From an optimization exercise on the open Yosys and OpenROAD flow, aimed at small area, a short achievable clock period and few clock cycles per item; shortcuts taken in it are not production practice.
Function was checked by simulation only, so behaviour that the tests miss may differ from the original.
Power is estimated from default activity; no workload was simulated.

==> flow/design.v (excerpt) <==
module stream_byte_reassembler_core (
	input  logic               clk,
	input  logic               arst_n,
	input  logic               req_valid,
	output logic               req_stall,
	input  logic               kind,
	input  logic [POS_W-1:0]   stream_index,
	input  logic [BYTE_W-1:0]  data_byte,
	input  logic               ends_stream,
	input  logic [SPACE_W-1:0] downstream_space,
	output logic               rsp_valid,
	input  logic               rsp_stall,
	output logic               out_valid,
	output logic [BYTE_W-1:0]  out_byte,
	output logic               last_of_run,
	output logic [SPACE_W-1:0] pending_count,
	output logic               stream_closed
);
	function automatic logic [IW-1:0] pe64(input logic [WINDOW-1:0] x);
		logic [WINDOW-1:0]      v;
		logic [WINDOW*IW-1:0]   ix;
		logic [WINDOW-1:0]      nv;
		logic [WINDOW*IW-1:0]   nix;
		begin
			v  = x;
			ix = '0;
			for (int l = 0; l < IW; l++) begin
				nv  = '0;
				nix = '0;
				for (int i = 0; i < (WINDOW >> (l + 1)); i++) begin
					nv[i] = v[2*i] | v[2*i+1];
					for (int b = 0; b < IW; b++) begin
						if (b < l)
							nix[i*IW+b] = v[2*i] ? ix[(2*i)*IW+b] : ix[(2*i+1)*IW+b];
						else if (b == l)
							nix[i*IW+b] = !v[2*i];
					end
				end
				v  = nv;
				ix = nix;
			end
			pe64 = ix[IW-1:0];
		end
	endfunction
	logic              qv_q;
	logic              qkind_q;
	logic [IW-1:0]     qplo_q;
  ...
Settings: LEC_CHECK=0, CAP_MARGIN=20, CORE_MARGIN=2, CORE_UTILIZATION=40, CTS_BUF_LIST=sky130_fd_sc_hd__clkbuf_4 sky130_fd_sc_hd__clkbuf_8 sky130_fd_sc_hd__clkbuf_16, CTS_CLUSTER_DIAMETER=60, CTS_CLUSTER_SIZE=24, SETUP_SLACK_MARGIN=3.1, SLEW_MARGIN=20; clock period 6.0 ns.
run.sh (not shown) runs the stock make flow with config.mk's settings and CLKGATE_MAP_FILE= SYNTH_SCRIPT=/design/flow/synth_recipe.tcl, a recipe that flattens the netlist after the stock synthesis.
Testbench counts at the start, summed over its fixed seeds: cycles 14,740, items 9,629.
==> next run, changes <==
- SETUP_SLACK_MARGIN: 3.1 -> 3.0
- count of clock-buffer cells in the layout is lower by 7
- non-clock buffer count goes down by 48
- first-iteration DRC count increases by 6.7%
- hold slack got worse by 29 ps
- power decreases by 1.2%
- final area drops by 2.3%
- register-to-register slack improves by 130 ps
- fmax rises by 4.3%
==> next run, changes <==
- SETUP_SLACK_MARGIN: 3.0 -> 3.2
- TNS_END_PERCENT: not set -> 50
- hold slack improves by 29 ps
- total power came out higher by 1.2%
- via count is higher by 1.1%
- clock skew is lower by 5.2 ps
- cell area grows by 2.9%
- setup slack improved by 15 ps
- die area stays the same
- critical path depth increases by 5
- register-to-register slack is about the same
- routed wire length goes up by 1.6%
- clock power is higher by about 3%

## run A
Another version of the RTL of stream_byte_reassembler_core (not shown whole).
Size in the first run: ~2,500 cells after synthesis, roughly 760 flip-flops, about 73 I/O pins.
Design stream_byte_reassembler_core, start of the top module:
module stream_byte_reassembler_core (
	input  logic               clk,
	input  logic               arst_n,
	input  logic               req_valid,
	output logic               req_stall,
	input  logic               kind,
	input  logic [POS_W-1:0]   stream_index,
	input  logic [BYTE_W-1:0]  data_byte,
	input  logic               ends_stream,
	input  logic [SPACE_W-1:0] downstream_space,
	output logic               rsp_valid,
	input  logic               rsp_stall,
	output logic               out_valid,
	output logic [BYTE_W-1:0]  out_byte,
	output logic               last_of_run,
	output logic [SPACE_W-1:0] pending_count,
	output logic               stream_closed
);
	function automatic logic [IW-1:0] pe64(input logic [WINDOW-1:0] x);
		logic [WINDOW-1:0]      v;
		logic [WINDOW*IW-1:0]   ix;
		logic [WINDOW-1:0]      nv;
		logic [WINDOW*IW-1:0]   nix;
		begin
			v  = x;
			ix = '0;
			for (int l = 0; l < IW; l++) begin
				nv  = '0;
				nix = '0;
  ...
Settings: LEC_CHECK=0, CAP_MARGIN=20, CORE_MARGIN=2, CORE_UTILIZATION=40, CTS_BUF_LIST=sky130_fd_sc_hd__clkbuf_4 sky130_fd_sc_hd__clkbuf_8 sky130_fd_sc_hd__clkbuf_16, CTS_CLUSTER_DIAMETER=60, CTS_CLUSTER_SIZE=24, SETUP_SLACK_MARGIN=3.0, SLEW_MARGIN=20, TNS_END_PERCENT=0; clock period 6.0 ns.
Testbench counts of run A, summed over its fixed seeds: cycles 14,740, items 9,629.
Inputs modified between run A and run B:
Settings: a deleted TNS_END_PERCENT that had been 0; a deleted CTS_CLUSTER_DIAMETER that had been 60; an added ABC_AREA of 1; a deleted CTS_CLUSTER_SIZE that had been 24; a change of CTS_BUF_LIST from sky130_fd_sc_hd__clkbuf_4 sky130_fd_sc_hd__clkbuf_8 sky130_fd_sc_hd__clkbuf_16 to sky130_fd_sc_hd__clkbuf_4 sky130_fd_sc_hd__clkbuf_8.
Results
Summary — finished layout cell area, run B relative to run A: higher, by 5.9%. Looking at global-route track usage on met1 across run B and run A, the one that comes out higher is run B. Multi-input gate count: run B higher than run A. | power density normalized to cell area | lower: run A |. On H-tree level count: between run B and run A, it ends up lower for run A.
Setup changes, run B to run C
Settings: setting CTS_CLUSTER_SIZE to 24 for the first time; setting CTS_CLUSTER_DIAMETER to 60 for the first time; setting PLACE_DENSITY to 0.72 for the first time; changing CTS_BUF_LIST from sky130_fd_sc_hd__clkbuf_4 sky130_fd_sc_hd__clkbuf_8 to sky130_fd_sc_hd__clkbuf_4 sky130_fd_sc_hd__clkbuf_8 sky130_fd_sc_hd__clkbuf_16; removing ABC_AREA (formerly 1).
Results
- Run C ended with every stage complete and zero timing, DRC or antenna violations.
- For the register-to-register slack, run C came in 0.06 ns lower than run B did.
- Post-DP HPWL in run C is 14% below run B.
- | final area | run C vs run B | 3.7% lower |
- Compared with run B, run C shows a number of antenna violations at the first check in global routing that is 2 higher.
- Wire length of the first global-routing pass ended up 25,000 um lower on run C than on run B.
Relative to run C, the following input files were edited for run D:
Settings: removing PLACE_DENSITY (formerly 0.72); setting ABC_AREA to 1 for the first time.
### Flow results
Run D: full flow OK, the timing, DRC and antenna checks passed. Comparing run D and run C, overall fraction of global-route tracks in use is higher on run D. On maximum operating frequency, run D and run C are neck and neck. For the length of routed met2 wiring, run D came in 7400 um higher than run C did. Re final wirelength: run C was lower than run D. Comparing run D and run C, share of cells above drive strength 1 is higher on run C. In run D, the switching portion of total power came out 20 points above the value in run C. Measured against run C, the synthesized cell count of run D comes out at 1.5 times the reference value. Final cell area excluding filler cells: run D > run C.
For run E, these inputs were changed with respect to run D:
Settings: changing CAP_MARGIN from 20 to 5; changing SLEW_MARGIN from 20 to 5; removing ABC_AREA (formerly 1).
Findings:
Of run E and run D, the lower maximum vdd drop belongs to run E. Run E vs run D, slowest cell on the critical path: sky130_fd_sc_hd__nor3_1 vs sky130_fd_sc_hd__clkdlybuf4s15_1. On run E: cell area after synthesis is 1500 sq um lower than what run D gave. Setup slack in run E is smaller than in run D. Of the two values seen for highest metal layer with signal wires, met5 was produced by run E and met4 by run D. Run E vs run D on post-route minimum period: run E is the higher one. On worst slack after detailed placement: run E sits below run D.
Relative to run E, the following input files were edited for run F:
Settings: CAP_MARGIN changed from 5 to 20; SLEW_MARGIN changed from 5 to 20; CORE_UTILIZATION changed from 40 to 50.
Going from run E to run F, placer congestion estimate grows by about 3.7%. The count of input and output buffers of run F and that of run E are within noise of each other. Run F vs run E, clock network fraction of design power went down by 1.6 points. Lower share of the final layout cell area in multi-input gates was reported by run E, not run F.

afterwards: timing with drivers on the ports:
Ports are ideal in the flow. The routed layouts listed here were re-timed in OpenROAD.
Step 1 assumes that a clkbuf_16 drives the clock port and a buf_2 every other input.
Step 2 adds t to the input delays and takes it off the output delays; t is the mean of the earliest and latest rising clock arrival at the registers after step 1. Input paths then give back, and output paths get back, about the clock's delay inside the block.
Three values: no drivers, after step 1, after step 2; two values: the first two.
run | t, ns | setup WS [ns] | clock arrival spread, ns | cell pins on the clock port's net
the first run of note 1 | 0.702 | 2.808 / 2.808 / 2.302 | 0.026 / 0.026 | 1
the second run of note 1 | 0.678 | 2.940 / 2.940 / 2.401 | 0.039 / 0.039 | 1
the third run of note 1 | 0.699 | 2.954 / 2.954 / 2.369 | 0.031 / 0.030 | 1
run A | 0.738 | 2.865 / 2.865 / 2.156 | 0.040 / 0.040 | 1
run B | 0.861 | 3.039 / 3.016 / 2.288 | 0.049 / 0.049 | 1
run C | 0.719 | 3.030 / 2.969 / 2.321 | 0.070 / 0.070 | 1
run D | 0.729 | 3.025 / 3.002 / 2.288 | 0.045 / 0.044 | 1
run E | 0.741 | 3.015 / 2.973 / 2.380 | 0.078 / 0.078 | 1
run F | 0.715 | 2.969 / 2.965 / 2.345 | 0.038 / 0.038 | 1
After both steps setup and hold are still met in every run listed. For run B, which loses most, drivers alone change the setup slack by -0.023 ns; drivers and shift together by -0.751 ns.
